This is an optimization exercise on Yosys and OpenROAD, whose aim is small area, not a production implementation.
Function was checked by simulation only, so behaviour that the tests miss may differ from the original.
Power figures rest on the tool's default switching activity, not on a simulated workload.

File: design/flow/design.v
`default_nettype none
package noc_pkg;
	typedef logic [7:0] byte_t;
	typedef logic [7:0] node_id_t;    
	typedef logic [2:0] len_code_t;   
	typedef logic [1:0] alen_code_t;  
	typedef logic [1:0] rc_t;
	typedef enum logic [2:0] {
		CMD_NOP   = 3'd0,
		CMD_READ  = 3'd1,
		CMD_WRITE = 3'd2
	} cmd_e;
	typedef struct packed {
		alen_code_t alen;
		len_code_t  dlen;
		cmd_e       cmd;
	} noc_hdr_t;
	typedef enum logic {
		RESP_WRITE,
		RESP_ERROR
	} resp_kind_e;
	typedef struct packed {
		resp_kind_e kind;
		rc_t        rc;
		node_id_t   dest;
		node_id_t   src;
		byte_t      length;  
	} resp_req_t;
	localparam rc_t RC_OK      = 2'd0;
	localparam rc_t RC_DROPPED = 2'd2;
	localparam logic [5:0] HDR_WRITE_RESP = 6'd4;
	localparam byte_t      HDR_ERROR_MSG  = 8'd5;
	localparam byte_t      MSG_ADDR       = 8'h42;
	localparam byte_t      MSG_ERR_ID     = 8'h03;
	function automatic logic [7:0] decode_alen(input logic [1:0] code);
		decode_alen = 8'd1 << code;
	endfunction
	function automatic logic [7:0] decode_dlen(input logic [2:0] code);
		decode_dlen = 8'd1 << code;
	endfunction
	function automatic logic [6:0] field_mask(input logic [2:0] code);
		for (int i = 0; i < 7; i++)
			field_mask[i] = (3'(i) < code);
	endfunction
endpackage
`default_nettype wire
`default_nettype none
package perm_pkg;
	localparam int LANE_BYTES = 8;
	localparam int LANES_DEFAULT = 25;
	typedef logic [LANE_BYTES*8-1:0] lane_t;
	typedef logic [LANE_BYTES-1:0][7:0] lane_bytes_t;
endpackage
`default_nettype wire
`timescale 1ns/1ps
`default_nettype none
module len_counter (
	input  wire              clk,
	input  wire              hdr_load,   
	input  wire [7:0]        hdr_byte,
	input  wire              addr_phase,  
	output logic             last
);
	logic [6:0] count;
	logic [3:0] addr_init;
	always_comb begin
		case (hdr_byte[7:6])
			2'd0:    addr_init = 4'd2;
			2'd1:    addr_init = 4'd3;
			2'd2:    addr_init = 4'd5;
			default: addr_init = 4'd9;
		endcase
	end
	assign last = addr_phase ? (count[3:0] == '0) : (count == '0);
	always_ff @(posedge clk) begin
		if (hdr_load)
			count <= {hdr_byte[5:3], addr_init};
		else if (addr_phase && last)
			count <= noc_pkg::field_mask(count[6:4]);
		else if (addr_phase)
			count[3:0] <= count[3:0] - 1'b1;
		else
			count <= count - 1'b1;
	end
endmodule
`default_nettype wire
`timescale 1ns/1ps
`default_nettype none
module noc_rx_fsm
(
	input  wire        clk,
	input  wire        rst,
	input  wire        noc_to_dev_ctl,
	input  wire noc_pkg::byte_t noc_to_dev_data,
	input  wire        field_last,
	output logic       field_hdr,
	output logic       field_addr,
	input  wire        buf_full,
	output logic       wr_en,
	output noc_pkg::byte_t      wr_byte,
	output logic       resp_valid,
	output noc_pkg::resp_kind_e resp_kind,
	output noc_pkg::node_id_t   dest_id,
	output noc_pkg::node_id_t   src_id,
	output noc_pkg::byte_t      acc_cnt,    
	output logic       drop_seen
);
	logic st_dest;
	logic st_src;
	logic st_addr;
	logic st_data;
	logic st_idle;
	noc_pkg::noc_hdr_t  hdr_in;
	logic       id_zero;
	assign hdr_in  = noc_pkg::noc_hdr_t'(noc_to_dev_data);
	assign id_zero = (noc_to_dev_data == '0);
	assign st_idle = !(st_dest || st_src || st_addr || st_data);
	assign field_hdr  = st_idle;
	assign field_addr = st_dest || st_src || st_addr;
	assign wr_en   = st_data;
	assign wr_byte = noc_to_dev_data;
	always_ff @(posedge clk or posedge rst) begin
		if (rst) begin
			st_dest    <= 1'b0;
			st_src     <= 1'b0;
			st_addr    <= 1'b0;
			st_data    <= 1'b0;
			src_id     <= '0;
			resp_valid <= 1'b0;
		end else begin
			st_dest    <= st_idle && noc_to_dev_ctl && hdr_in.cmd == noc_pkg::CMD_WRITE;
			st_src     <= st_dest && !id_zero;
			st_addr    <= (st_src && !id_zero) || (st_addr && !field_last);
			st_data    <= (st_addr && field_last) || (st_data && !field_last);
			resp_valid <= ((st_dest || st_src) && id_zero) || (st_data && field_last);
			if (st_src)
				src_id <= noc_to_dev_data;
		end
	end
	always_ff @(posedge clk) begin
		if (st_idle) begin
			acc_cnt   <= '0;
			drop_seen <= 1'b0;
		end
		if (st_dest)
			dest_id <= noc_to_dev_data;
		if (st_data) begin
			if (!buf_full)
				acc_cnt <= acc_cnt + 1'b1;
			if (buf_full)
				drop_seen <= 1'b1;
		end
		resp_kind <= st_data ? noc_pkg::RESP_WRITE : noc_pkg::RESP_ERROR;
	end
endmodule
`default_nettype wire
`timescale 1ns/1ps
`default_nettype none
module state_buffer
#(
	parameter int LANES = perm_pkg::LANES_DEFAULT
) (
	input  wire              clk,
	input  wire              rst,
	input  wire              wr_en,
	input  wire noc_pkg::byte_t       wr_byte,
	output logic             full,
	input  wire              stopin,
	output logic             pushin,
	output logic             firstin,
	output perm_pkg::lane_t            din
);
	localparam int ROW_W = $clog2(LANES);
	noc_pkg::byte_t    col_n [perm_pkg::LANE_BYTES][LANES];  
	perm_pkg::lane_t   head_n;
	logic              pushin_n;
	logic [ROW_W-1:0]  row;
	logic [2:0]        pos;
	logic              accept;
	logic              drain_step;
	logic              shift;
	logic              row_last;
	assign accept     = wr_en && !full;
	assign drain_step = full && !stopin;
	assign row_last   = (row == ROW_W'(LANES - 1));
	assign shift = drain_step && (row != '0);
	always_ff @(posedge clk) begin
		for (int c = 0; c < perm_pkg::LANE_BYTES; c++) begin
			if (shift || (accept && pos == 3'(c))) begin
				for (int p = 0; p < LANES - 1; p++)
					col_n[c][p] <= col_n[c][p + 1];
				col_n[c][LANES - 1] <= ~wr_byte;
			end
		end
	end
	always_comb begin
		for (int b = 0; b < perm_pkg::LANE_BYTES; b++)
			head_n[8*b +: 8] = col_n[b][0];
	end
	always_ff @(posedge clk or posedge rst) begin
		if (rst) begin
			full <= 1'b0;
			row  <= '0;
			pos  <= '0;
		end else if (accept) begin
			pos <= pos + 1'b1;
			if (pos == 3'd7) begin
				row <= row_last ? '0 : row + 1'b1;
				full <= row_last;
			end
		end else if (drain_step) begin
			row <= row_last ? '0 : row + 1'b1;
			full <= !row_last;  
		end
	end
	always_ff @(posedge clk or posedge rst) begin
		if (rst)
			pushin_n <= 1'b1;
		else
			pushin_n <= !drain_step;
	end
	assign pushin = !pushin_n;
	assign firstin = pushin && (row == ROW_W'(1));
	assign din     = ~(head_n | {(perm_pkg::LANE_BYTES*8){pushin_n}});
endmodule
`default_nettype wire
`timescale 1ns/1ps
`default_nettype none
module noc_resp_tx
(
	input  wire            clk,
	input  wire            rst,
	input  wire            resp_valid,
	input  wire noc_pkg::resp_kind_e resp_kind,
	input  wire noc_pkg::node_id_t   dest_id,
	input  wire noc_pkg::node_id_t   src_id,
	input  wire noc_pkg::byte_t      acc_cnt,
	input  wire            drop_seen,
	output logic           noc_from_dev_ctl,
	output noc_pkg::byte_t          noc_from_dev_data
);
	typedef enum logic {
		TX_IDLE,
		TX_BODY
	} tx_state_e;
	tx_state_e  state;
	noc_pkg::resp_kind_e req_kind;
	noc_pkg::node_id_t   req_dest;  
	noc_pkg::node_id_t   req_src;   
	noc_pkg::byte_t      req_len;
	logic [2:0] idx;       
	logic [2:0] last_idx;
	logic       req_err;
	noc_pkg::byte_t      hdr_byte;
	noc_pkg::byte_t      body_byte;
	assign req_err = (req_kind == noc_pkg::RESP_ERROR);
	assign last_idx = req_err ? 3'd4 : 3'd3;
	assign hdr_byte = (resp_kind == noc_pkg::RESP_ERROR) ? noc_pkg::HDR_ERROR_MSG :
		{(drop_seen ? noc_pkg::RC_DROPPED : noc_pkg::RC_OK), noc_pkg::HDR_WRITE_RESP};
	always_comb begin
		case (idx)
			3'd1:    body_byte = req_err ? req_dest : req_src;
			3'd2:    body_byte = req_err ? req_src : req_dest;
			3'd3:    body_byte = req_err ? noc_pkg::MSG_ADDR : req_len;
			default: body_byte = noc_pkg::MSG_ERR_ID;
		endcase
	end
	always_ff @(posedge clk) begin
		if (resp_valid) begin
			req_kind <= resp_kind;
			req_dest <= dest_id;
			req_src  <= src_id;
			req_len  <= acc_cnt;
		end
	end
	always_ff @(posedge clk) begin
		if (state == TX_IDLE)
			idx <= 3'd1;
		else
			idx <= idx + 1'b1;
	end
	always_ff @(posedge clk or posedge rst) begin
		if (rst) begin
			state             <= TX_IDLE;
			noc_from_dev_ctl  <= 1'b0;
			noc_from_dev_data <= '0;
		end else begin
			case (state)
				TX_IDLE: begin
					if (resp_valid) begin
						noc_from_dev_ctl  <= 1'b1;  
						noc_from_dev_data <= hdr_byte;
						state             <= TX_BODY;
					end else begin
						noc_from_dev_ctl  <= 1'b0;
						noc_from_dev_data <= '0;
					end
				end
				TX_BODY: begin
					noc_from_dev_ctl  <= 1'b0;
					noc_from_dev_data <= body_byte;
					if (idx == last_idx)
						state <= TX_IDLE;
				end
				default: state <= TX_IDLE;
			endcase
		end
	end
endmodule
`default_nettype wire
`timescale 1ns/1ps
`default_nettype none
module noc_perm_bridge
#(
	parameter int LANES = perm_pkg::LANES_DEFAULT
) (
	input  wire        clk,
	input  wire        rst,
	input  wire        noc_to_dev_ctl,
	input  wire [7:0]  noc_to_dev_data,
	output logic       noc_from_dev_ctl,
	output logic [7:0] noc_from_dev_data,
	output logic       pushin,
	output logic       firstin,
	output logic [63:0] din,
	input  wire        stopin
);
	logic              field_hdr;
	logic              field_addr;
	logic              field_last;
	logic              wr_en;
	noc_pkg::byte_t             wr_byte;
	logic              buf_full;
	logic              resp_valid;
	noc_pkg::resp_kind_e        resp_kind;
	noc_pkg::node_id_t          dest_id;
	noc_pkg::node_id_t          src_id;
	noc_pkg::byte_t             acc_cnt;
	logic              drop_seen;
	noc_rx_fsm u_rx (
		.clk             (clk),
		.rst             (rst),
		.noc_to_dev_ctl  (noc_to_dev_ctl),
		.noc_to_dev_data (noc_to_dev_data),
		.field_last      (field_last),
		.field_hdr       (field_hdr),
		.field_addr      (field_addr),
		.buf_full        (buf_full),
		.wr_en           (wr_en),
		.wr_byte         (wr_byte),
		.resp_valid      (resp_valid),
		.resp_kind       (resp_kind),
		.dest_id         (dest_id),
		.src_id          (src_id),
		.acc_cnt         (acc_cnt),
		.drop_seen       (drop_seen)
	);
	len_counter u_field (
		.clk        (clk),
		.hdr_load   (field_hdr),
		.hdr_byte   (noc_to_dev_data),
		.addr_phase (field_addr),
		.last       (field_last)
	);
	state_buffer #(.LANES(LANES)) u_buf (
		.clk        (clk),
		.rst        (rst),
		.wr_en      (wr_en),
		.wr_byte    (wr_byte),
		.full       (buf_full),
		.stopin     (stopin),
		.pushin     (pushin),
		.firstin    (firstin),
		.din        (din)
	);
	noc_resp_tx u_tx (
		.clk               (clk),
		.rst               (rst),
		.resp_valid        (resp_valid),
		.resp_kind         (resp_kind),
		.dest_id           (dest_id),
		.src_id            (src_id),
		.acc_cnt           (acc_cnt),
		.drop_seen         (drop_seen),
		.noc_from_dev_ctl  (noc_from_dev_ctl),
		.noc_from_dev_data (noc_from_dev_data)
	);
endmodule
`default_nettype wire
File: design/flow/flow/run.sh
#!/bin/bash
# The standard layout (standard.sh, standard synthesis unchanged) with two
# changes:
#  - ports are buffered with sky130_fd_sc_hd__buf_1 rather than the delay
#    buffer buffer_ports picks by default;
set -uo pipefail
export BUFFER_PORTS_ARGS="-buffer_cell sky130_fd_sc_hd__buf_1"
export RDIR="$PWD/orfs/results/$FLOW_PLATFORM/noc_perm_bridge/base"
LOGS="orfs/logs/$FLOW_PLATFORM/noc_perm_bridge/base"
try=0
for cluster in "26 80" "24 70" "20 70" "16 60" "12 50"; do
	read -r size diameter <<< "$cluster"
	try=$((try + 1))
	export CTS_ARGS="-sink_clustering_enable -repair_clock_nets -sink_clustering_size $size -sink_clustering_max_diameter $diameter -dont_use_dummy_load"
	if [[ $try -gt 1 ]]; then
		bash standard.sh clean_cts clean_route clean_finish > "make_clean_try$try.log" 2>&1
	fi
	echo "try $try: cluster size $size, diameter $diameter um"
	if ! bash standard.sh > "make_try$try.log" 2>&1; then
		echo "try $try: layout failed"
		continue
	fi
	cp -r "$LOGS" "orfs_logs_try$try"
	openroad -exit flow/slew.tcl > "slew_try$try.log" 2>&1
	worst=$(awk '/^WORSTCLKSLEW/ {print $2}' "slew_try$try.log")
	echo "try $try: worst clock-pin slew ${worst:-unknown} ns"
	if [[ -n "$worst" ]] && awk -v w="$worst" 'BEGIN { exit !(w < 0.123) }'; then
		exit 0
	fi
done
exit 0
File: design/flow/flow/slew.tcl
# Worst flip-flop clock-pin slew of the routed layout, with its extracted parasitics
set R $::env(RDIR)
read_liberty $::env(FLOW_HOME)/platforms/sky130hd/lib/sky130_fd_sc_hd__tt_025C_1v80.lib
read_db $R/6_final.odb
read_sdc $R/6_final.sdc
read_spef $R/6_final.spef
set worst 0
foreach p [get_pins -of_objects [all_registers] -filter "name==CLK"] {
	foreach prop {slew_max_rise slew_max_fall} {
		set s [get_property $p $prop]
		if {$s > $worst} { set worst $s }
	}
}
puts "WORSTCLKSLEW $worst"
File: design/flow/standard.sh
#!/bin/bash
# synth_recipe.tcl (not shown) runs the flow's synth.tcl, then flattens the netlist and writes it again
# the make line also repeats each setting of config.mk as NAME=value (left out here)
make -C /OpenROAD-flow-scripts/flow DESIGN_CONFIG=/design/flow/config.mk WORK_HOME=/design/flow/orfs CLKGATE_MAP_FILE= SYNTH_SCRIPT=/design/flow/synth_recipe.tcl "${@:-finish}"
File: design/flow/config.mk
export PLATFORM = sky130hd
export DESIGN_NAME = noc_perm_bridge
export DESIGN_NICKNAME = noc_perm_bridge
export VERILOG_FILES = /design/flow/design.v
export SDC_FILE = /design/flow/constraint.sdc
export NUM_CORES = 4
export LEC_CHECK = 0
export CAP_MARGIN = 20
export CORE_MARGIN = 2
export CORE_UTILIZATION = 70
export PLACE_DENSITY = 0.8
export SLEW_MARGIN = 20
File: design/flow/constraint.sdc
create_clock -name core_clock -period 5.0 [get_ports {clk}]
set_input_delay 1.0000 -clock core_clock [delete_from_list [all_inputs] [get_ports {clk}]]
set_output_delay 1.0000 -clock core_clock [all_outputs]
set_load 0.01 [all_outputs]
==> key figures, run 1 <==
Run status
  • Status: complete, no violations

Synth
  • Fraction of registers with async set/reset: 1.96%
  • Synthesized area: 52100 um2
  • Cells after Synth: approximately 2000
  • Yosys warnings: 5
  • Sequential area share after synthesis: 96.5%
  • Syn_nets: a little over 2000
  • Post-synth top flop: edfxtp_1
  • Syn avg cell area: 26.2 um2
  • Yosys cell types: 61
  • EDFF count, synth: 1636
  • Synthesized flop and latch total: 1686

GRT
  • Remaining global-route overflow: 0
  • Largest net degree at the start of global routing: ~120
  • First-pass GRT wire length: 128000 um
  • Vias in the first global route: 19400
  • Initial antenna violation count: 3
  • Total global-route track usage: 23.0%

STA
  • Hold_ws: 0.370 ns
  • Setup TNS Final: 0 ns
  • Tmin final: roughly 3.2 ns
  • Fin crit share: 63.7%
  • Slew Limit Fails: 0
  • Fmax: 314 MHz
  • Skew final: 0.0629 ns
  • RSZ-0062 raised after global routing: false
  • Rel. slew slack: 30.7%
  • Worst slew pin tran: 1.04 ns
  • Final hold violation count: 0
  • Setup Viol. Count Final: 0

Power
  • Switching share of power: between 20% and 30%
  • Comb power frac: 7.1%
  • Maximum VDD drop: 342 uV
  • Clock network fraction of design power: 25.3%
  • Flop pwr share: 67.6%
  • NetSw: 6.24 mW
  • Power per Cell Area: 487 nW/um2
  • Leakage: 17.4 nW
  • Internal: 21.1 mW

Final layout
  • Commonest non-fill, non-tap cell in the layout: edfxtp_1
  • Register area: 50300 um2
  • FILL cells: 3532
  • Number of inserted diodes: 0
  • Multi-input logic area: 1740 um2
  • Most frequent cells in the layout: edfxtp_1, buf_1, clkbuf_16, nor2_1, dfrtp_1
  • Layout cells sized above 1: 6.28%
  • Nets: roughly 2200
  • Utilization after layout: 75.7%
  • Area growth syn-to-layout: 7.61%

Clock tree
  • H-tree depth: 3
  • CTS Buffer Depth: 3
  • Post-CTS Setup Repair Bufs: 0
  • Clk Latency, worst-skew pair: 0.63 ns
  • CTS tree: yes
  • PostCTS Resize Cnt: 0
  • Hold buffers post-CTS: 0
  • TritonCTS buffer count: slightly above 80
  • Clock-pin slew of the registers on the worst-case setup and hold paths: around 0.090 ns
  • Root buf cell: clkbuf_16
  • Clk sinks: 1686

Place
  • PortBufs: 86
  • Final GP Congestion: 0.750
  • DP Wirelength: 40800 um

Route
  • Initial DRC Count: 2436
  • Routed wire length: 87400 um
  • Final ANT Viol Nets: 0
  • DR DRC count: 0
  • Via count: between 15000 and 20000
  • Routed vias/inst: 6.15
  • TritonRoute pass-1 iters: 6
  • Avg WL per Cell: 27.9 um

Setup path
  • CP delay by family, top: buffers and inverters
  • CP Cell Sequence: buf_4 > nor2_1 > buf_1
  • Setup CP Type: reg2out
  • CP Max Fanout: 64
  • Slowest cell on crit path: dfstp_2
  • Crit start category: flop
  • Slowest cell delay on critical path: 0.56 ns
  • Required @ worst endpoint: 4.00 ns
  • CP arrival: roughly 2.2 ns
  • Critical Path End Type: primary output
  • Worst Path Buf+Inv: 2

Floorplan
  • FP Rows: 100
  • Die area: 76700 um2
  • Io pins: 87
  • Core Footprint: 74100 um2
  • DIE HEIGHT: ~280 um
  • Die X: 277 um
  • Starting density of the core: between 70% and 80%

Min path
  • HP Class: reg2reg

Job
  • Max Cap Viol: 0
registers in the layout (all words and copies together), names as in the netlist, 5 cells and up, named ones only:
name                    cells
u_field.count               7
u_buf.col_n              1600
u_tx.noc_from_dev_data      8
u_tx.req_src                8
u_rx.dest_id                8
u_tx.req_dest               8
u_rx.acc_cnt                8
u_tx.req_len                8
u_rx.src_id                 8
u_buf.row                   5
synthesized netlist by cell type, types with 4 or more instances:
library cell	number	area, um2
edfxtp_1	1636	49100
nor2_1	77	289
dfrtp_1	32	801
inv_1	24	90.1
nand2_1	23	86.3
dfxtp_1	17	340
o21ai_0	17	85.1
ha_1	16	200
a21oi_1	14	70.1
mux2_2	10	113
a21o_1	9	67.6
xnor2_1	8	70.1
nand3_1	7	35.0
a221oi_1	6	52.6
nor3_1	6	30.0
buf_1	5	18.8
nor2b_1	5	31.3
a221o_1	4	40.0
buf_2	4	20.0
clkbuf_1	4	15.0
nor4_1	4	25.0
o22ai_1	4	25.0
or3_1	4	25.0
stage by stage:
stage | power [mW] | instances | instance area (um2) | setup slack, ns
2_1_floorplan | 19.8 | 1989 | 52100 | 0.268
3_3_place_gp | 20.1 | 3053 | 54100 | 1.40
3_5_place_dp | 20.5 | 3053 | 54100 | 1.27
4_1_cts | 27.5 | 3134 | 56100 | 1.48
5_1_grt | 28.2 | 3134 | 56100 | 1.72
6_report | 27.3 | 3134 | 56100 | 1.82
power groups by stage:
stage | clock network (mW) | registers [mW] | logic [mW]
finish | 6.92 | 18.5 | 1.94
global route | 7.50 | 18.6 | 2.11
CTS | 7.09 | 18.5 | 1.95
detailed placement | 0 | 18.6 | 1.87
global placement | 0 | 18.5 | 1.68
floorplan | 0 | 18.5 | 1.24
layout make-up:
cell class | instances | area share (%)
clock buffer | 81 | 3.61
inverter | 24 | 0.161
multi-input combinational | 264 | 3.09
sequential | 1686 | 89.7
tap | 969 | 2.16
timing repair buffer | 110 | 1.30
path summary, 6_finish.rpt:
check | start | end | slack [ns] | cells after the start
max in group asynchronous | rst | u_buf.pushin_n | 4.23 | 3
hold / removal | u_buf.col_n[18][4] | u_buf.col_n[17][4] | 0.37 | 0
hold reg to reg | u_buf.col_n[18][4] | u_buf.col_n[17][4] | 0.37 | 0
min in group asynchronous | rst | u_rx.resp_valid | 0.43 | 3
setup / recovery | u_buf.pushin_n | din[60] | 1.82 | 3
setup reg to reg | u_buf.row[0] | u_buf.col_n[131][4] | 1.89 | 5
cell families after synthesis:
family | count (synthesis) | synth area share (%)
DFF | 1686 | 96.5
buffers and inverters | 39 | 0.312
muxes | 12 | 0.254
adders and majority gates | 17 | 0.403
and+or+nand+nor | 143 | 1.27
AOI/OAI and AO/OA | 82 | 1.10
xor gates and xnor gates | 10 | 0.168
layer usage:
layer / vias to the layer above / GRT usage, % / share of wire (%) / wire, um
met5: - / 0 / 0 / 0
met4: 0 / 5.63 / 2.0 / 1740
met3: 126 / 3.68 / 6.3 / 5520
met2: 869 / 37.0 / 49 / 43100
met1: 10100 / 34.5 / 42 / 37000
li1: 8161 / - / - / -
==> run 2: changes to the inputs <==
--- a/design/flow/design.v
+++ b/design/flow/design.v
@@ -172,3 +172,4 @@
 );
-	localparam int ROW_W = $clog2(LANES);
+	localparam logic [4:0] ROW_FIRST = 5'd1;
+	localparam logic [4:0] ROW_LAST  = 5'd20;
 	noc_pkg::byte_t    col_n [perm_pkg::LANE_BYTES][LANES];  
@@ -176,3 +177,4 @@
 	logic              pushin_n;
-	logic [ROW_W-1:0]  row;
+	logic [4:0]        row;
+	logic [4:0]        row_next;
 	logic [2:0]        pos;
@@ -184,3 +186,4 @@
 	assign drain_step = full && !stopin;
-	assign row_last   = (row == ROW_W'(LANES - 1));
+	assign row_next   = {row[3:0], !(row[4] ^ row[2])};
+	assign row_last   = (row == ROW_LAST);
 	assign shift = drain_step && (row != '0);
@@ -207,3 +210,3 @@
 			if (pos == 3'd7) begin
-				row <= row_last ? '0 : row + 1'b1;
+				row <= row_last ? '0 : row_next;
 				full <= row_last;
@@ -211,3 +214,3 @@
 		end else if (drain_step) begin
-			row <= row_last ? '0 : row + 1'b1;
+			row <= row_last ? '0 : row_next;
 			full <= !row_last;  
@@ -222,3 +225,3 @@
 	assign pushin = !pushin_n;
-	assign firstin = pushin && (row == ROW_W'(1));
+	assign firstin = pushin && (row == ROW_FIRST);
 	assign din     = ~(head_n | {(perm_pkg::LANE_BYTES*8){pushin_n}});
==> design/flow/flow/run.sh (replaced) <==
#!/bin/bash
# The standard layout (standard.sh, standard synthesis unchanged) with two
# changes:
#  - ports are buffered with sky130_fd_sc_hd__buf_1 rather than the delay
#    buffer buffer_ports picks by default;
set -uo pipefail
export BUFFER_PORTS_ARGS="-buffer_cell sky130_fd_sc_hd__buf_1"
export RDIR="$PWD/orfs/results/$FLOW_PLATFORM/noc_perm_bridge/base"
LOGS="orfs/logs/$FLOW_PLATFORM/noc_perm_bridge/base"
LIMIT=0.126

slew_below() { # stage log -> 0 if the measured slew is below LIMIT
	STAGE=$1 openroad -exit flow/slew.tcl > "$2" 2>&1
	local worst
	worst=$(awk '/^WORSTCLKSLEW/ {print $2}' "$2")
	echo "$2: worst clock-pin slew ${worst:-unknown} ns"
	[[ -n "$worst" ]] && awk -v w="$worst" -v l="$LIMIT" 'BEGIN { exit !(w < l) }'
}

clusters=("32 100" "30 100" "28 100" "26 90" "24 80" "22 80" "20 70" "18 70" "16 60" "12 50")
last=$((${#clusters[@]} - 1))
for try in "${!clusters[@]}"; do
	read -r size diameter <<< "${clusters[$try]}"
	export CTS_ARGS="-sink_clustering_enable -repair_clock_nets -sink_clustering_size $size -sink_clustering_max_diameter $diameter -dont_use_dummy_load -root_buf sky130_fd_sc_hd__clkbuf_8"
	if [[ $try -gt 0 ]]; then
		bash standard.sh clean_cts clean_route clean_finish > "make_clean_try$try.log" 2>&1
	fi
	echo "try $try: cluster size $size, diameter $diameter um"
	if ! bash standard.sh grt > "make_grt_try$try.log" 2>&1; then
		echo "try $try: layout failed before global routing"
		continue
	fi
	if [[ $try -lt $last ]] && ! slew_below grt "slew_grt_try$try.log"; then
		cp -r "$LOGS" "orfs_logs_try$try"
		continue
	fi
	if ! bash standard.sh > "make_finish_try$try.log" 2>&1; then
		echo "try $try: layout failed"
		cp -r "$LOGS" "orfs_logs_try$try"
		continue
	fi
	cp -r "$LOGS" "orfs_logs_try$try"
	if slew_below final "slew_final_try$try.log" || [[ $try -eq $last ]]; then
		exit 0
	fi
done
exit 0
==> design/flow/flow/slew.tcl (replaced) <==
# Worst flip-flop clock-pin slew: with STAGE=grt from the global routes, with
# STAGE=final from the routed layout's extracted parasitics
set R $::env(RDIR)
read_liberty $::env(FLOW_HOME)/platforms/sky130hd/lib/sky130_fd_sc_hd__tt_025C_1v80.lib
if {$::env(STAGE) == "grt"} {
	read_db $R/5_1_grt.odb
	read_sdc $R/5_1_grt.sdc
	source $::env(FLOW_HOME)/platforms/sky130hd/setRC.tcl
	estimate_parasitics -global_routing
} else {
	read_db $R/6_final.odb
	read_sdc $R/6_final.sdc
	read_spef $R/6_final.spef
}
set worst 0
foreach p [get_pins -of_objects [all_registers] -filter "name==CLK"] {
	foreach prop {slew_max_rise slew_max_fall} {
		set s [get_property $p $prop]
		if {$s > $worst} { set worst $s }
	}
}
puts "WORSTCLKSLEW $worst"
--- a/design/flow/config.mk
+++ b/design/flow/config.mk
@@ -9,4 +9,4 @@
 export CORE_MARGIN = 2
-export CORE_UTILIZATION = 70
-export PLACE_DENSITY = 0.8
+export CORE_UTILIZATION = 75
+export PLACE_DENSITY = 0.88
 export SLEW_MARGIN = 20
==> run 2 against run 1 <==
  * Combinational power is 65% higher
  * Clock power is 1% higher
  * Hold slack worse by 0.014 ns
  * Largest cell class unchanged
==> key figures, run 2 <==
Place
  • DP Wirelength: 45700 um (+12%)
  • Final GP Congestion: 0.731 (-2.5%)
  • PortBufs: 86 (unchanged)
  • Pre-CTS WS: 0.899 ns (-0.367 ns)
  • Placed cells: 3005 (-1.6%)
  • DP Area: 53900 um2 (-0.23%)

Route
  • DR DRC count: 0 (unchanged)
  • Routed vias/inst: 6.52 (+6.0%)
  • Routed wire length: 97400 um (+11%)
  • Via count: 20200 (+4.6%)
  • Initial DRC Count: 2972 (+22%)
  • TritonRoute pass-1 iters: 7 (+1)
  • Final ANT Viol Nets: 0 (unchanged)
  • Avg WL per Cell: 31.5 um (+13%)

GRT
  • Vias in the first global route: 19900 (+2.7%)
  • Total global-route track usage: 28.0% (+4.9 points)
  • First-pass GRT wire length: 139000 um (+9.0%)
  • Initial antenna violation count: 8 (+5)
  • Remaining global-route overflow: 0 (unchanged)
  • Largest net degree at the start of global routing: 126 (+3.3%)

STA
  • Skew final: 0.0684 ns (+0.00558 ns)
  • RSZ-0062 raised after global routing: false
  • Setup Viol. Count Final: 0 (unchanged)
  • Worst slew pin tran: 1.04 ns (+0.000948 ns)
  • Final hold violation count: 0 (unchanged)
  • Fin crit share: 74.1% (+10 points)
  • Setup TNS Final: 0 ns (unchanged)
  • Slew Limit Fails: 0 (unchanged)
  • Final worst setup slack: 1.29 ns (-0.523 ns)
  • Fmax: 270 MHz (-14%)
  • Tmin final: 3.71 ns (+0.523 ns)
  • Rel. slew slack: 30.8% (+0.079 points)

Setup path
  • Required @ worst endpoint: 4.00 ns (about the same)
  • Crit start category: flop
  • CP Cell Sequence: or4_1 > nor3b_1 > buf_1
  • Slowest cell delay on critical path: 0.61 ns (+0.05 ns)
  • Slowest cell on crit path: or4_1
  • CP arrival: 2.71 ns (+0.53 ns)
  • Setup CP Type: reg2out
  • Critical Path End Type: primary output
  • CP delay by family, top: simple AND/OR/NAND/NOR gates
  • Worst Path Buf+Inv: 1 (-1)
  • CP Max Fanout: 6 (-91%)

Floorplan
  • Die X: 267 um (-3.4%)
  • Starting density of the core: 75.8% (+5.4 points)
  • Die area: 71500 um2 (-6.7%)
  • DIE HEIGHT: 267 um (-3.4%)
  • FP Rows: 96 (-4.0%)
  • Io pins: 87 (unchanged)
  • Core Footprint: 68700 um2 (-7.2%)

Synth
  • Syn avg cell area: 26.4 um2 (+0.57%)
  • Yosys warnings: 5 (unchanged)
  • Cells after Synth: 1975 (-0.70%)
  • Yosys cell types: 59 (-3.3%)
  • Commonest cells in the netlist: edfxtp_1, nor2_1, dfrtp_1
  • Most common cell in the synthesized netlist: edfxtp_1
  • Post-synth top area share: 94.4% (+0.13 points)
  • EDFF count, synth: 1636 (unchanged)
  • Synthesized flop and latch total: 1686 (unchanged)
  • Syn_nets: 2000 (-0.84%)
  • Fraction of registers with async set/reset: 1.96% (unchanged)
  • Post-synth top flop: edfxtp_1
  • Synthesized area: 52000 um2 (-0.14%)
  • Sequential area share after synthesis: 96.6% (+0.13 points)
  • Synth area leaders: edfxtp_1, dfrtp_1, dfxtp_1
  • Synth area leader: edfxtp_1

Run status
  • Status: complete, no violations

Clock tree
  • Post-CTS Setup Repair Bufs: 0 (unchanged)
  • CTS Buffer Depth: 3 (unchanged)
  • Clk Latency, worst-skew pair: 0.80 ns (+0.17 ns)
  • Clk sinks: 1686 (unchanged)
  • Clock-pin slew of the registers on the worst-case setup and hold paths: 0.10 ns (about the same)
  • CTS tree: yes
  • Hold buffers post-CTS: 0 (unchanged)
  • TritonCTS buffer count: 86 (+6.2%)
  • PostCTS Resize Cnt: 0 (unchanged)
  • H-tree depth: 3 (unchanged)
  • Root buf cell: clkbuf_8

Final layout
  • Commonest non-fill, non-tap cell in the layout: edfxtp_1
  • Most frequent cells in the layout: edfxtp_1, buf_1, nor2_1, clkbuf_16, dfrtp_1
  • Fin area: 56000 um2 (-0.17%)
  • Max reg flops: 1600 (unchanged)
  • Largest register by flop count: u_buf.col_n
  • Fin cells: 3092 (-1.3%)
  • Nets: 2187 (-0.36%)
  • FILL cells: 2797 (-21%)
  • Area growth syn-to-layout: 7.57% (about the same)
  • Layout cells sized above 1: 6.81% (+0.52 points)

Power
  • Power per Cell Area: 591 nW/um2 (+21%)
  • Maximum VDD drop: 545 uV (+59%)
  • Leakage: 18.1 nW (+4.2%)

Min path
  • HP Class: in2async

Job
  • Max Cap Viol: 0 (unchanged)
run 2: worst register-to-register path, stage by stage (launching register included):
cell     delay [ns]
dfrtp_1        0.50
nor2b_1        0.34
inv_1          0.17
nor2_2         0.70
a21o_4         0.71
buf_4          0.54
run 2: routing by layer:
metal | up-vias | track usage [%] | part of all wire, % | wire, um
li1 | 8143 | - | - | -
met1 | 10400 | 42.2 | 40 | 38500
met2 | 1375 | 44.0 | 48 | 47200
met3 | 232 | 4.62 | 8.8 | 8610
met4 | 4 | 8.20 | 3.1 | 3030
met5 | - | 0 | 0.024 | 23
run 2: worst paths after layout:
check | from | end | slack, ns | depth (start not counted)
setup / recovery | u_buf.row[2] | firstin | 1.29 | 3
hold / removal | rst | u_tx.state | 0.36 | 3
setup reg to reg | u_buf.full | u_buf.col_n[23][6] | 1.67 | 5
hold reg to reg | u_buf.col_n[41][2] | u_buf.col_n[40][2] | 0.40 | 0
max in group asynchronous | rst | u_buf.pushin_n | 4.26 | 3
min in group core_clock | u_buf.col_n[41][2] | u_buf.col_n[40][2] | 0.40 | 0
run 2: cell families (layout without fill, tap and decap cells):
logic type / count (synthesis) / after routing / synth area share, %
flops: 1686 / 1686 / 96.6
simple gates: 133 / 133 / 1.19
compound gates: 79 / 79 / 1.09
buf+inv: 40 / 225 / 0.317
fa+ha+maj: 14 / 14 / 0.332
mux: 13 / 13 / 0.279
xor+xnor: 10 / 10 / 0.168
other cells: 0 / 1 / 0
run 2: layout make-up:
class	count	area, um2	share of cell area, %
inverter	24	90.1	0.161
multi-input combinational	249	1660	2.97
tap	931	1160	2.08
sequential	1686	50300	89.8
antenna	1	2.50	0.00447
clock buffer	86	2050	3.66
timing repair buffer	115	728	1.30
run 2: stage by stage:
| step | power [mW] | hold slack, ns | util, % |
|---|---|---|---|
| 2_1_floorplan | 24.1 | 0.400 | - |
| 3_3_place_gp | 24.7 | 0.400 | 78.5 |
| 3_5_place_dp | 25.8 | 0.405 | 78.5 |
| 4_1_cts | 33.2 | 0.326 | 81.5 |
| 5_1_grt | 34.2 | 0.359 | 81.5 |
| 6_report | 33.1 | 0.356 | 81.5 |
run 2: power breakdown:
part	leakage (nW)	internal, mW	switching (mW)
registers	16.1	21.0	1.86
clock network	1.01	2.89	4.11
logic	1.04	0.610	2.60
total	18.1	24.5	8.56
==> run 3: changes to the inputs <==
--- a/design/flow/config.mk
+++ b/design/flow/config.mk
@@ -9,4 +9,4 @@
 export CORE_MARGIN = 2
-export CORE_UTILIZATION = 75
-export PLACE_DENSITY = 0.88
+export CORE_UTILIZATION = 70
+export PLACE_DENSITY = 0.9
 export SLEW_MARGIN = 20
==> run 3 against run 2 <==
  * Still clean on timing, DRC and antenna
  * Sequential power is essentially flat
  * Synthesized cell count is the same
  * First-iteration DRC count shrank 15%
  * Area after synthesis is the same
  * Critical path type is now reg2reg
  * Highest routed layer is now met4
==> key figures, run 3 <==
STA
  • Hold_ws: 0.312 ns (-0.0440 ns)
  • Slew Limit Fails: 0 (unchanged)
  • Worst slew pin tran: 1.14 ns (+0.102 ns)
  • Rel. slew slack: 23.7% (-7.1 points)
  • Fmax: 283 MHz (+4.8%)
  • RSZ-0062 raised after global routing: false
  • Setup TNS Final: 0 ns (unchanged)
  • Skew final: 0.0772 ns (+0.00875 ns)
  • Setup Viol. Count Final: 0 (unchanged)
  • Tmin final: 3.54 ns (-0.169 ns)
  • Fin crit share: 70.7% (-3.4 points)
  • Final hold violation count: 0 (unchanged)

Synth
  • Mux cell area share after synthesis: 0.279% (unchanged)
  • Xor/xnor share of the synthesized area: 0.168% (unchanged)
  • Yosys cell types: 59 (unchanged)
  • Fraction of registers with async set/reset: 1.96% (unchanged)
  • Sequential area share after synthesis: 96.6% (unchanged)
  • Synthesized area: 52000 um2 (unchanged)
  • Synth area leader: edfxtp_1
  • Post-synth top flop: edfxtp_1
  • Compound-Gate Fraction of Synth Area: 1.09% (unchanged)
  • Synth area leaders: edfxtp_1, dfrtp_1, dfxtp_1
  • Yosys warnings: 5 (unchanged)
  • Commonest cells in the netlist: edfxtp_1, nor2_1, dfrtp_1
  • Cells after Synth: 1975 (unchanged)
  • Synthesized flop and latch total: 1686 (unchanged)
  • EDFF count, synth: 1636 (unchanged)
  • Main combinational cell family by area after synthesis: simple AND/OR/NAND/NOR gates
  • Syn avg cell area: 26.4 um2 (unchanged)
  • Post-synth top area share: 94.4% (unchanged)
  • Adder-cell share of the synthesized area: 0.332% (unchanged)
  • Simple-Gate Fraction of Synth Area: 1.19% (unchanged)
  • Syn_nets: 2000 (unchanged)
  • Most common cell in the synthesized netlist: edfxtp_1

Clock tree
  • Post-CTS Setup Repair Bufs: 0 (unchanged)
  • Clk Latency, worst-skew pair: 0.80 ns (about the same)
  • PostCTS Resize Cnt: 0 (unchanged)
  • TritonCTS buffer count: 95 (+10%)
  • Hold buffers post-CTS: 0 (unchanged)
  • CTS Buffer Depth: 3 (unchanged)
  • CTS tree: yes
  • Clock-pin slew of the registers on the worst-case setup and hold paths: 0.09 ns (about the same)
  • H-tree depth: 3 (unchanged)
  • Clk sinks: 1686 (unchanged)
  • Root buf cell: clkbuf_8

Run status
  • Status: complete, no violations

Route
  • Met2 wire len: 44300 um (-6.2%)
  • DR DRC count: 0 (unchanged)
  • TritonRoute pass-1 iters: 7 (unchanged)
  • Via count: 19300 (-4.5%)
  • Met3 WL: 5940 um (-31%)
  • Top sig layer: met4
  • Avg WL per Cell: 28.4 um (-10%)
  • Routed wire length: 88800 um (-8.8%)
  • Initial DRC Count: 2515 (-15%)
  • Routed vias/inst: 6.15 (-5.7%)
  • Final ANT Viol Nets: 0 (unchanged)
  • WL met1: 36100 um (-6.2%)

Place
  • DP Area: 54000 um2 (+0.19%)
  • Placed cells: 3037 (+1.1%)
  • Final GP Congestion: 0.738 (+0.96%)
  • DP Wirelength: 43500 um (-4.7%)
  • PortBufs: 86 (unchanged)

Setup path
  • Critical Path End Type: flop
  • CP Max Fanout: 68 (+62)
  • Required @ worst endpoint: 5.41 ns (+1.41 ns)
  • Slowest cell on crit path: nor2_1
  • Worst setup path startpoint: u_buf.full
  • CP arrival: 3.95 ns (+1.24 ns)
  • Crit start category: flop
  • Slowest cell delay on critical path: 0.90 ns (+0.29 ns)
  • R2R Path Start: u_buf.full
  • CP Cell Sequence: nor2b_1 > inv_1 > nor2_1 > a31o_4 > buf_12
  • Setup CP Type: reg2reg
  • R2r worst-path depth: 5 (unchanged)

Floorplan
  • Io pins: 87 (unchanged)
  • Core Footprint: 73300 um2 (+6.7%)
  • FP Rows: 99 (+3.1%)
  • Starting density of the core: 71.0% (-4.8 points)
  • Die area: 76600 um2 (+7.0%)
  • DIE HEIGHT: 277 um (+3.5%)
  • Die X: 277 um (+3.5%)

Power
  • Leakage: 18.3 nW (+0.78%)
  • Maximum VDD drop: 338 uV (-38%)
  • Power per Cell Area: 589 nW/um2 (-0.36%)

Final layout
  • FILL cells: 3402 (+22%)
  • Layout cells sized above 1: 7.27% (+0.47 points)
  • Fin area: 56300 um2 (+0.57%)
  • Number of inserted diodes: 0 (-1)
  • Area growth syn-to-layout: 8.19%
  • Largest register by flop count: u_buf.col_n
  • Commonest non-fill, non-tap cell in the layout: edfxtp_1
  • Nets: 2200 (+0.59%)
  • Max reg flops: 1600 (unchanged)
  • Most frequent cells in the layout: edfxtp_1, clkbuf_16, buf_1, nor2_1, dfrtp_1
  • Fin cells: 3132 (+1.3%)

GRT
  • Remaining global-route overflow: 0 (unchanged)
  • Largest net degree at the start of global routing: 80 (-37%)
  • Initial antenna violation count: 6 (-2)
  • First-pass GRT wire length: 132000 um (-5.5%)
  • Total global-route track usage: 23.7% (-4.2 points)
  • Vias in the first global route: 19800 (-0.49%)

Job
  • Max Cap Viol: 0 (unchanged)

Min path
  • HP Class: in2async
## run 3: where the power goes
group / leakage (nW) / total (mW) / switching, mW / internal, mW
clock: 1.12 / 7.34 / 4.16 / 3.18
combinational: 1.07 / 3.14 / 2.49 / 0.647
sequential: 16.1 / 22.7 / 1.67 / 21.0
total: 18.3 / 33.2 / 8.32 / 24.9
## run 3: final timing paths
kind                                       endpoint  slack [ns]
worst max-delay path            u_buf.col_n[150][5]        1.46
worst min-delay path                   u_buf.pos[0]        0.31
worst max register to register  u_buf.col_n[150][5]        1.46
worst min register to register  u_buf.col_n[197][5]        0.38
max in group asynchronous            u_buf.pushin_n        4.33
min in group core_clock         u_buf.col_n[197][5]        0.38
## run 3: routing by layer
metal / vias to the layer above / GRT usage, %
met5: - / 0
met4: 0 / 7.05
met3: 173 / 3.16
met2: 948 / 38.3
met1: 9960 / 35.2
li1: 8175 / -
## run 3: per-stage QoR
step | worst slack (ns) | utilization (%) | power, mW
6_report | 1.46 | 76.8 | 33.2
5_1_grt | 1.35 | 76.8 | 34.4
4_1_cts | 1.55 | 76.8 | 33.4
3_5_place_dp | 0.858 | 73.7 | 25.8
3_3_place_gp | 1.32 | 73.7 | 24.7
2_1_floorplan | 0.287 | - | 24.1
## run 3: final cells by class
class	instances	area, um2	share of cell area (%)
clock buffers	95	2280	4.04
inverters	24	90.1	0.160
multi-input cells	249	1660	2.94
flip-flops and latches	1686	50300	89.3
well taps	959	1200	2.13
repair buffers	119	796	1.41
## run 3: logic make-up after synthesis
| kind of cell | Yosys count |
|---|---|
| xor gates and xnor gates | 10 |
| muxes | 13 |
| buffers and inverters | 40 |
| adders and majority gates | 14 |
| DFF | 1686 |
| and+or+nand+nor | 133 |
| AOI/OAI and AO/OA | 79 |
## run 3: worst max-delay path: cells and delay by family, from the launching register on
kind,cells,cell delay (ns)
AOI/OAI and AO/OA,1,0.80
buffers and inverters,2,0.60
DFF,1,0.49
and+or+nand+nor,2,1.27
==> run 4: changes to the inputs <==
--- a/design/flow/flow/run.sh
+++ b/design/flow/flow/run.sh
@@ -23,3 +23,3 @@
 	read -r size diameter <<< "${clusters[$try]}"
-	export CTS_ARGS="-sink_clustering_enable -repair_clock_nets -sink_clustering_size $size -sink_clustering_max_diameter $diameter -dont_use_dummy_load -root_buf sky130_fd_sc_hd__clkbuf_8"
+	export CTS_ARGS="-sink_clustering_enable -repair_clock_nets -sink_clustering_size $size -sink_clustering_max_diameter $diameter -dont_use_dummy_load"
 	if [[ $try -gt 0 ]]; then
--- a/design/flow/config.mk
+++ b/design/flow/config.mk
@@ -10,3 +10,4 @@
 export CORE_UTILIZATION = 70
-export PLACE_DENSITY = 0.9
+export GPL_TIMING_DRIVEN = 0
+export PLACE_DENSITY = 0.8
 export SLEW_MARGIN = 20
==> run 4 against run 3 <==
  * Synthesized cell count unchanged
  * Clock skew decreased by 0.020 ns
  * Hold slack improved by 0.071 ns
  * Critical endpoint is now din[54]
  * Die area unchanged
  * Critical path type is now reg2out
==> key figures, run 4 <==
Clock tree
  • PostCTS Resize Cnt: 0 (unchanged)
  • Post-CTS Setup Repair Bufs: 0 (unchanged)
  • Root buf cell: clkbuf_16
  • Clk sinks: 1686 (unchanged)
  • CTS Buffer Depth: 3 (unchanged)
  • H-tree depth: 3 (unchanged)
  • CTS tree: yes
  • Hold buffers post-CTS: 0 (unchanged)
  • TritonCTS buffer count: 86 (-9.5%)
  • Clk Latency, worst-skew pair: 0.67 ns (-0.13 ns)
  • Clock-pin slew of the registers on the worst-case setup and hold paths: 0.11 ns (+0.02 ns)

Final layout
  • Multi-input logic area: 1650 um2 (-0.15%)
  • Layout cells sized above 1: 6.81% (-0.46 points)
  • Commonest non-fill, non-tap cell in the layout: edfxtp_1
  • FILL cells: 3401 (-0.029%)
  • Nets: 2199 (-0.045%)
  • Fin area: 56400 um2 (+0.22%)
  • Largest register by flop count: u_buf.col_n
  • Most frequent cells in the layout: edfxtp_1, buf_1, clkbuf_16, nor2_1, dfrtp_1
  • Area growth syn-to-layout: 8.43%
  • Number of inserted diodes: 0 (unchanged)
  • Register area: 50300 um2 (unchanged)
  • Fin cells: 3131 (-0.032%)
  • Max reg flops: 1600 (unchanged)

Setup path
  • R2r worst-path depth: 7 (+2)
  • CP arrival: 2.78 ns (-1.17 ns)
  • Required @ worst endpoint: 4.00 ns (-1.41 ns)
  • Setup CP Type: reg2out
  • CP Max Fanout: 10 (-85%)
  • Crit start category: flop
  • Critical Path End Type: primary output

Place
  • DP Wirelength: 38000 um (-13%)
  • DP Area: 54300 um2 (+0.46%)
  • PortBufs: 86 (unchanged)
  • Final GP Congestion: 0.782 (+5.9%)
  • Pre-CTS WS: 0.982 ns (+0.124 ns)
  • Placed cells: 3045 (+0.26%)

Synth
  • EDFF count, synth: 1636 (unchanged)
  • Fraction of registers with async set/reset: 1.96% (unchanged)
  • Most common cell in the synthesized netlist: edfxtp_1
  • Commonest cells in the netlist: edfxtp_1, nor2_1, dfrtp_1
  • Synthesized area: 52000 um2 (unchanged)
  • Syn_nets: 2000 (unchanged)
  • Sequential area share after synthesis: 96.6% (unchanged)
  • Synthesized flop and latch total: 1686 (unchanged)
  • Cells after Synth: 1975 (unchanged)
  • Yosys warnings: 5 (unchanged)
  • Post-synth top flop: edfxtp_1
  • Post-synth top area share: 94.4% (unchanged)
  • Yosys cell types: 59 (unchanged)
  • Synth area leaders: edfxtp_1, dfrtp_1, dfxtp_1
  • Syn avg cell area: 26.4 um2 (unchanged)
  • Synth area leader: edfxtp_1

Power
  • Power per Cell Area: 585 nW/um2 (-0.68%)
  • Leakage: 18.3 nW (+0.16%)
  • Maximum VDD drop: 349 uV (+3.4%)

GRT
  • Largest net degree at the start of global routing: 66 (-18%)
  • Total global-route track usage: 22.5% (-1.2 points)
  • Initial antenna violation count: 3 (-3)
  • Remaining global-route overflow: 0 (unchanged)
  • Vias in the first global route: 20000 (+1.1%)
  • First-pass GRT wire length: 127000 um (-3.5%)

Min path
  • HP Class: reg2reg
  • Hold Path Depth: 0

Floorplan
  • Die X: 277 um (unchanged)
  • FP Rows: 99 (unchanged)
  • Io pins: 87 (unchanged)
  • Starting density of the core: 71.0% (unchanged)
  • Core Footprint: 73300 um2 (unchanged)
  • DIE HEIGHT: 277 um (unchanged)
  • Die area: 76600 um2 (unchanged)

Route
  • DR DRC count: 0 (unchanged)
  • Via count: 19000 (-1.1%)
  • TritonRoute pass-1 iters: 5 (-2)
  • Final ANT Viol Nets: 0 (unchanged)
  • Initial DRC Count: 2308 (-8.2%)
  • Routed vias/inst: 6.08 (-1.1%)
  • Avg WL per Cell: 26.8 um (-5.3%)
  • Routed wire length: 84100 um (-5.3%)

STA
  • Final worst setup slack: 1.22 ns (-0.244 ns)
  • Slew Limit Fails: 0 (unchanged)
  • Final hold violation count: 0 (unchanged)
  • RSZ-0062 raised after global routing: false
  • Worst slew pin tran: 1.07 ns (-0.0728 ns)
  • Setup Viol. Count Final: 0 (unchanged)
  • Fin crit share: 75.6% (+4.9 points)
  • Skew final: 0.0574 ns (-0.0198 ns)
  • Rel. slew slack: 28.6% (+4.9 points)
  • Tmin final: 3.78 ns (+0.244 ns)
  • Fmax: 264 MHz (-6.4%)

Run status
  • Status: complete, no violations

Job
  • Max Cap Viol: 0 (unchanged)
## run 4: path summary, 6_finish.rpt
| check | endpoint | slack [ns] | start |
|---|---|---|---|
| max in group asynchronous | u_buf.row[3] | 4.09 | rst |
| worst min register to register | u_buf.col_n[14][7] | 0.38 | u_buf.col_n[15][7] |
| min in group asynchronous | u_rx.src_id[7] | 0.43 | rst |
| worst min-delay path | u_buf.col_n[14][7] | 0.38 | u_buf.col_n[15][7] |
| worst max-delay path | din[54] | 1.22 | u_buf.pushin_n |
| worst max register to register | u_buf.col_n[52][4] | 1.30 | u_buf.full |
## run 4: power by group
group          switching, mW  internal [mW]  total (mW)
registers               1.48           21.0        22.5
clock network           4.06           3.08        7.14
logic                   2.62          0.783        3.41
## run 4: per-stage QoR
step                util, %  TNS [ns]  hold WS (ns)  power (mW)
detailed placement     74.0         0         0.405        25.8
global route           77.0         0         0.384        34.2
floorplan                 -         0         0.400        24.1
CTS                    77.0         0         0.382        33.3
global placement       73.1   -903.30         0.400        25.0
finish                 77.0         0         0.383        33.0
## run 4: final cells by class
type / instances / share of cell area (%)
multi-input combinational: 249 / 2.93
clock buffer: 86 / 3.81
tap: 959 / 2.13
inverter: 24 / 0.160
timing repair buffer: 111 / 1.72
buffer: 16 / 0.133
sequential: 1686 / 89.1
## run 4: routing by layer
metal,vias to the layer above,global-route usage [%],wire length [um]
met2,780,38.3,43700
met1,9911,31.6,34000
met5,-,0,0
met4,0,6.54,2160
met3,168,2.84,4280
li1,8184,-,-
## run 4: logic make-up after synthesis
logic type      share of synthesized area (%)
compound gates                           1.09
xor+xnor                                0.168
fa+ha+maj                               0.332
buf+inv                                 0.317
flops                                    96.6
mux                                     0.279
simple gates                             1.19
## run 4: worst max-delay path, cell delays in order (launching register included)
cell	delay [ns]
dfstp_2	0.68
clkbuf_1	0.76
buf_1	0.42
nor2_1	0.12
buf_1	0.15
==> run 5: changes to the inputs <==
--- a/design/flow/config.mk
+++ b/design/flow/config.mk
@@ -10,3 +10,2 @@
 export CORE_UTILIZATION = 70
-export GPL_TIMING_DRIVEN = 0
 export PLACE_DENSITY = 0.8
==> run 5 against run 4 <==
  * Critical path depth fell by 1
  * Sequential share of layout area rose by 0.67 points
  * Flip-flop and latch count did not move
  * Clock power fell by 3.9%
  * Area after synthesis did not move
  * Largest cell class unchanged
  * Largest power group unchanged
==> key figures, run 5 <==
STA
  • Setup Viol. Count Final: 0 (unchanged)
  • Setup TNS Final: 0 ns (unchanged)
  • Rel. slew slack: 29.5% (+0.92 points)
  • Fmax: 290 MHz (+9.6%)
  • Worst slew pin tran: 1.06 ns (-0.0120 ns)
  • Slew Limit Fails: 0 (unchanged)
  • Fin crit share: 69.0% (-6.6 points)
  • Tmin final: 3.45 ns (-0.330 ns)
  • RSZ-0062 raised after global routing: false
  • Final hold violation count: 0 (unchanged)
  • Skew final: 0.0743 ns (+0.0169 ns)

Setup path
  • R2R setup slack: 2.00 ns (+0.70 ns)
  • CP arrival: 2.45 ns (-0.33 ns)
  • CP delay by family, top: flip-flops
  • CP Cell Sequence: buf_4 > nor2_1 > buf_1
  • Setup CP Type: reg2out
  • CP Max Fanout: 34 (+24)
  • Worst Path Buf+Inv: 2 (-1)
  • Slowest cell delay on critical path: 1.05 ns (+0.29 ns)
  • Critical Path End Type: primary output
  • Slowest cell on crit path: dfstp_2
  • Crit start category: flop
  • R2r worst-path depth: 5 (-2)
  • R2R Path Start: u_buf.full
  • Required @ worst endpoint: 4.00 ns (about the same)
  • Reg2reg end: u_buf.col_n[173][6]

Synth
  • Main combinational cell family by area after synthesis: simple AND/OR/NAND/NOR gates
  • Cells after Synth: 1975 (unchanged)
  • Adder-cell share of the synthesized area: 0.332% (unchanged)
  • Yosys warnings: 5 (unchanged)
  • Sequential area share after synthesis: 96.6% (unchanged)
  • Syn avg cell area: 26.4 um2 (unchanged)
  • Post-synth top flop: edfxtp_1
  • Synth area leaders: edfxtp_1, dfrtp_1, dfxtp_1
  • Simple-Gate Fraction of Synth Area: 1.19% (unchanged)
  • Yosys cell types: 59 (unchanged)
  • Compound-Gate Fraction of Synth Area: 1.09% (unchanged)
  • Mux cell area share after synthesis: 0.279% (unchanged)
  • Fraction of registers with async set/reset: 1.96% (unchanged)
  • Commonest cells in the netlist: edfxtp_1, nor2_1, dfrtp_1
  • Synthesized flop and latch total: 1686 (unchanged)
  • Syn_nets: 2000 (unchanged)
  • Most common cell in the synthesized netlist: edfxtp_1
  • Xor/xnor share of the synthesized area: 0.168% (unchanged)
  • EDFF count, synth: 1636 (unchanged)
  • Synth area leader: edfxtp_1
  • Post-synth top area share: 94.4% (unchanged)
  • Synthesized area: 52000 um2 (unchanged)

Floorplan
  • Die X: 277 um (unchanged)
  • Io pins: 87 (unchanged)
  • FP Rows: 99 (unchanged)
  • Core Footprint: 73300 um2 (unchanged)
  • DIE HEIGHT: 277 um (unchanged)
  • Die area: 76600 um2 (unchanged)
  • Starting density of the core: 71.0% (unchanged)

Route
  • Initial DRC Count: 2605 (+13%)
  • Final ANT Viol Nets: 0 (unchanged)
  • Avg WL per Cell: 27.0 um (+0.40%)
  • Routed vias/inst: 6.03 (-0.86%)
  • DR DRC count: 0 (unchanged)
  • Via count: 18800 (-1.2%)
  • Routed wire length: 84100 um (about the same)
  • TritonRoute pass-1 iters: 6 (+1)

Clock tree
  • PostCTS Resize Cnt: 0 (unchanged)
  • Post-CTS Setup Repair Bufs: 0 (unchanged)
  • TritonCTS buffer count: 80 (-7.0%)
  • Clock-pin slew of the registers on the worst-case setup and hold paths: 0.10 ns (about the same)
  • CTS tree: yes
  • CTS Buffer Depth: 3 (unchanged)
  • Clk sinks: 1686 (unchanged)
  • Root buf cell: clkbuf_16
  • Hold buffers post-CTS: 0 (unchanged)
  • H-tree depth: 3 (unchanged)
  • Clk Latency, worst-skew pair: 0.67 ns (about the same)

GRT
  • Remaining global-route overflow: 0 (unchanged)
  • Initial antenna violation count: 5 (+2)
  • Vias in the first global route: 19100 (-4.7%)
  • First-pass GRT wire length: 125000 um (-1.7%)
  • Total global-route track usage: 22.4% (-0.081 points)
  • Largest net degree at the start of global routing: 98 (+48%)

Power
  • Leakage: 18.1 nW (-0.96%)
  • Maximum VDD drop: 327 uV (-6.3%)
  • Power per Cell Area: 580 nW/um2 (-0.86%)
  • Total power: 32.5 mW (-1.6%)

Final layout
  • Commonest non-fill, non-tap cell in the layout: edfxtp_1
  • Nets: 2185 (-0.64%)
  • Layout cells sized above 1: 6.63% (-0.19 points)
  • Area growth syn-to-layout: 7.62%
  • Largest register by flop count: u_buf.col_n
  • Max reg flops: 1600 (unchanged)
  • Most frequent cells in the layout: edfxtp_1, buf_1, clkbuf_16, nor2_1, dfrtp_1

Min path
  • Hold Path Depth: 0 (unchanged)
  • HP Class: reg2reg
  • Hold Path End: u_buf.col_n[186][3]
  • Min-Delay Startpoint: u_buf.col_n[187][3]

Place
  • PortBufs: 86 (unchanged)
  • Final GP Congestion: 0.741 (-5.2%)
  • DP Wirelength: 40100 um (+5.4%)

Job
  • Max Cap Viol: 0 (unchanged)

Run status
  • Status: complete, no violations
==> run 5: cell counts after synthesis <==
Identical to the previous run, type by type.
==> run 5: kinds of logic after synthesis <==
| family | count (synthesis) |
|---|---|
| flip-flops | 1686 |
| XOR/XNOR | 10 |
| multiplexers | 13 |
| adder cells (fa/ha/maj) | 14 |
| buffers and inverters | 40 |
| AO/OA/AOI/OAI | 79 |
| AND/OR/NAND/NOR | 133 |
==> run 5: layer usage <==
| metal | track usage, % | vias to the layer above | part of all wire (%) |
|---|---|---|---|
| met2 | 36.6 | 807 | 50 |
| met4 | 5.11 | 2 | 1.9 |
| met1 | 32.7 | 9750 | 41 |
| li1 | - | 8132 | - |
| met3 | 4.07 | 116 | 6.8 |
| met5 | 0 | - | 0.011 |
==> run 5: where the power goes <==
group	internal [mW]	switching, mW	leakage (nW)
Combinational	0.622	2.38	1.07
Clock	2.88	3.99	0.986
Sequential	21.0	1.62	16.1
==> run 5: per-stage QoR <==
step	hold slack [ns]	util, %	setup slack [ns]	cells	cell area (um2)
CTS	0.385	76.4	1.50	3117	56000
floorplan	0.400	-	0.287	1975	52100
global route	0.398	76.4	1.42	3117	56000
finish	0.384	76.4	1.55	3119	56000
global placement	0.400	73.7	1.31	3037	54000
detailed placement	0.405	73.7	1.13	3037	54000
==> run 5: worst max-delay path by stage <==
stage | depth (start not counted) | to | slack [ns] | start
global route | 3 | din[18] | 1.42 | u_buf.pushin_n
floorplan | 4 | u_buf.col_n[100][0] | 0.29 | stopin
global placement | 6 | u_buf.col_n[169][6] | 1.31 | stopin
detailed placement | 6 | u_buf.col_n[174][6] | 1.13 | stopin
finish | 3 | din[21] | 1.55 | u_buf.pushin_n
CTS | 3 | din[21] | 1.50 | u_buf.pushin_n
==> run 5: layout make-up <==
class / count / area, um2
Timing Repair Buffer: 119 / 771
Tap cell: 959 / 1200
Multi-Input combinational cell: 249 / 1660
Sequential cell: 1686 / 50300
Clock buffer: 80 / 2000
Inverter: 24 / 90.1
Fill cell: 3498 / 17300
Antenna cell: 2 / 5.00
==> run 6: changes to the inputs <==
--- a/design/flow/flow/run.sh
+++ b/design/flow/flow/run.sh
@@ -19,3 +19,3 @@
 
-clusters=("32 100" "30 100" "28 100" "26 90" "24 80" "22 80" "20 70" "18 70" "16 60" "12 50")
+clusters=("28 100" "27 90" "26 90" "26 70" "25 80" "25 70" "24 80" "24 70" "23 80" "22 80" "20 70" "18 70" "16 60" "12 50")
 last=$((${#clusters[@]} - 1))
==> run 6 against run 5 <==
  * Combinational power hardly changed
  * Hold slack worse by 0.025 ns
  * Sequential power hardly changed
  * Cell count is 0.19% lower
  * Die area stayed put
  * Core utilization is 0.15 points lower
  * Global-route usage is 0.18 points lower
  * Register-to-register slack worse by 0.21 ns
  * Clock skew is 0.011 ns lower
  * Sequential share of layout area is 0.17 points higher
  * Largest cell class unchanged
==> key figures, run 6 <==
Run status
  • Status: complete, no violations

STA
  • Rel. slew slack: 28.6% (-0.85 points)
  • RSZ-0062 raised after global routing: false
  • Skew final: 0.0638 ns (-0.0105 ns)
  • Fin crit share: 69.5% (+0.52 points)
  • Setup TNS Final: 0 ns (unchanged)
  • Worst slew pin tran: 1.07 ns (+0.0150 ns)
  • Fmax: 288 MHz (-0.75%)
  • Final hold violation count: 0 (unchanged)
  • Tmin final: 3.48 ns (+0.0262 ns)
  • Setup Viol. Count Final: 0 (unchanged)
  • Slew Limit Fails: 0 (unchanged)

Synth
  • Synth area leader: edfxtp_1
  • Fraction of registers with async set/reset: 1.96% (unchanged)
  • Synth area leaders: edfxtp_1, dfrtp_1, dfxtp_1
  • Syn avg cell area: 26.4 um2 (unchanged)
  • Sequential area share after synthesis: 96.6% (unchanged)
  • Syn_nets: 2000 (unchanged)
  • Post-synth top area share: 94.4% (unchanged)
  • Synthesized flop and latch total: 1686 (unchanged)
  • Cells after Synth: 1975 (unchanged)
  • Post-synth top flop: edfxtp_1
  • Yosys cell types: 59 (unchanged)
  • Most common cell in the synthesized netlist: edfxtp_1
  • EDFF count, synth: 1636 (unchanged)
  • Yosys warnings: 5 (unchanged)
  • Synthesized area: 52000 um2 (unchanged)
  • Commonest cells in the netlist: edfxtp_1, nor2_1, dfrtp_1

Clock tree
  • Clock-pin slew of the registers on the worst-case setup and hold paths: 0.10 ns (about the same)
  • Hold buffers post-CTS: 0 (unchanged)
  • CTS tree: yes
  • TritonCTS buffer count: 76 (-5.0%)
  • H-tree depth: 3 (unchanged)
  • Root buf cell: clkbuf_16
  • Clk sinks: 1686 (unchanged)
  • CTS Buffer Depth: 3 (unchanged)
  • Post-CTS Setup Repair Bufs: 0 (unchanged)
  • Clk Latency, worst-skew pair: 0.63 ns (-0.04 ns)
  • PostCTS Resize Cnt: 0 (unchanged)

Setup path
  • CP arrival: 2.48 ns (+0.03 ns)
  • Crit start category: flop
  • CP Max Fanout: 34 (unchanged)
  • Required @ worst endpoint: 4.00 ns (about the same)
  • Critical Path End Type: primary output
  • Setup CP Type: reg2out

GRT
  • Initial antenna violation count: 3 (-2)
  • Total global-route track usage: 22.2% (-0.18 points)
  • First-pass GRT wire length: 123000 um (-1.2%)
  • Vias in the first global route: 19000 (-0.66%)
  • Largest net degree at the start of global routing: 98 (unchanged)
  • Remaining global-route overflow: 0 (unchanged)

Job
  • Max Cap Viol: 0 (unchanged)

Route
  • TritonRoute pass-1 iters: 6 (unchanged)
  • Final ANT Viol Nets: 0 (unchanged)
  • Routed wire length: 83700 um (-0.47%)
  • Initial DRC Count: 2180 (-16%)
  • Avg WL per Cell: 26.9 um (-0.28%)
  • DR DRC count: 0 (unchanged)
  • Routed vias/inst: 6.00 (-0.57%)
  • Via count: 18700 (-0.77%)

Final layout
  • Commonest non-fill, non-tap cell in the layout: edfxtp_1
  • Largest register by flop count: u_buf.col_n
  • Number of inserted diodes: 0 (-2)
  • Area growth syn-to-layout: 7.42%
  • Most frequent cells in the layout: edfxtp_1, buf_1, nor2_1, clkbuf_16, dfrtp_1
  • Layout cells sized above 1: 6.41% (-0.22 points)
  • Max reg flops: 1600 (unchanged)
  • Nets: 2181 (-0.18%)

Power
  • Total power: 32.3 mW (-0.65%)
  • Maximum VDD drop: 339 uV (+3.6%)
  • Leakage: 18.1 nW (-0.27%)
  • Power per Cell Area: 577 nW/um2 (-0.46%)

Floorplan
  • Starting density of the core: 71.0% (unchanged)
  • Die area: 76600 um2 (unchanged)
  • FP Rows: 99 (unchanged)
  • Core Footprint: 73300 um2 (unchanged)
  • Io pins: 87 (unchanged)
  • Die X: 277 um (unchanged)
  • DIE HEIGHT: 277 um (unchanged)

Place
  • PortBufs: 86 (unchanged)
  • DP Wirelength: 40100 um (unchanged)
  • Final GP Congestion: 0.741 (unchanged)

Min path
  • HP Class: reg2reg
[run 6: kinds of logic (layout without fill, tap and decap cells)]
logic type	after synthesis	in the layout	synth area share, %
xor gates and xnor gates	10	10	0.168
DFF	1686	1686	96.6
adders and majority gates	14	14	0.332
and+or+nand+nor	133	133	1.19
AOI/OAI and AO/OA	79	79	1.09
muxes	13	13	0.279
buffers and inverters	40	219	0.317
[run 6: stage by stage]
stage	setup slack [ns]	util, %	area (um2)	hold slack (ns)	std cells
2_1_floorplan	0.287	-	52100	0.400	1975
3_3_place_gp	1.31	73.7	54000	0.400	3037
3_5_place_dp	1.13	73.7	54000	0.405	3037
4_1_cts	1.50	76.2	55900	0.365	3113
5_1_grt	1.42	76.2	55900	0.374	3113
6_report	1.52	76.2	55900	0.358	3113
[run 6: report_power, final]
| group | internal [mW] | switching [mW] | leakage, nW |
|---|---|---|---|
| Sequential | 21.0 | 1.62 | 16.1 |
| Clock | 2.74 | 3.92 | 0.937 |
| Combinational | 0.622 | 2.38 | 1.07 |
| Total | 24.4 | 7.92 | 18.1 |
[run 6: layer usage]
layer | vias to the layer above | track usage, % | part of all wire, %
met2 | 709 | 37.1 | 51
met5 | - | 0 | 0
li1 | 8125 | - | -
met3 | 98 | 4.40 | 6.6
met1 | 9731 | 31.3 | 40
met4 | 0 | 5.30 | 1.9
[run 6: path summary, 6_finish.rpt]
kind                       cells past startpoint  slack [ns]                  end                from
min reg2reg                                    0        0.36   u_buf.col_n[44][6]  u_buf.col_n[45][6]
min                                            0        0.36   u_buf.col_n[44][6]  u_buf.col_n[45][6]
max reg2reg                                    5        1.79  u_buf.col_n[156][6]          u_buf.full
max in group asynchronous                      3        4.23       u_buf.pushin_n                 rst
max                                            3        1.52              din[23]      u_buf.pushin_n
min in group asynchronous                      3        0.43           u_tx.state                 rst
[run 6: final cells by class]
class / count / area, um2
Clock buffer: 76 / 1900
Fill cell: 3521 / 17400
Inverter: 24 / 90.1
Multi-Input combinational cell: 249 / 1650
Sequential cell: 1686 / 50300
Tap cell: 959 / 1200
Timing Repair Buffer: 119 / 771
[run 6: critical path: stages, from the launching register on]
cell and delay [ns]:
dfstp_2 1.05, buf_4 0.44, nor2_1 0.13, buf_1 0.17

[port drivers added, routing unchanged]
No port has a modelled driver above. Below, the same layouts with a new extraction and two added sets of constraints.
Step 1: set_driving_cell puts a clkbuf_16 on clk and a buf_2 on each other input, an assumption about the parent block.
Step 2 moves the port delays by t, midway between the first and last clock arrival at a register: inputs arrive t later, outputs are due t later. That takes back most of the time a late clock gives input paths.
Slacks: ideal ports / drivers / drivers and shift; pairs: ideal ports / drivers.
run	shift t [ns]	setup slack, ns	hold WS [ns]	worst setup path at the end	latest minus earliest clock arrival (ns)
run 1	0.680	1.817 / 1.753 / 1.449	0.370 / 0.370 / 0.370	input to register	0.093 / 0.093
run 2	0.829	1.294 / 1.227 / 1.080	0.356 / 0.308 / 0.399	input to register	0.068 / 0.069
run 3	0.817	1.463 / 1.463 / 0.827	0.312 / 0.269 / 0.379	input to register	0.085 / 0.084
run 4	0.707	1.219 / 1.154 / 0.680	0.383 / 0.383 / 0.383	input to register	0.064 / 0.064
run 5	0.700	1.549 / 1.484 / 1.301	0.384 / 0.384 / 0.384	input to register	0.081 / 0.080
run 6	0.685	1.523 / 1.454 / 1.100	0.358 / 0.358 / 0.358	input to register	0.092 / 0.092
After both steps every run listed still meets setup and hold. For run 3, which loses most, drivers alone change the setup slack by 0.000 ns; drivers and shift together by -0.636 ns.
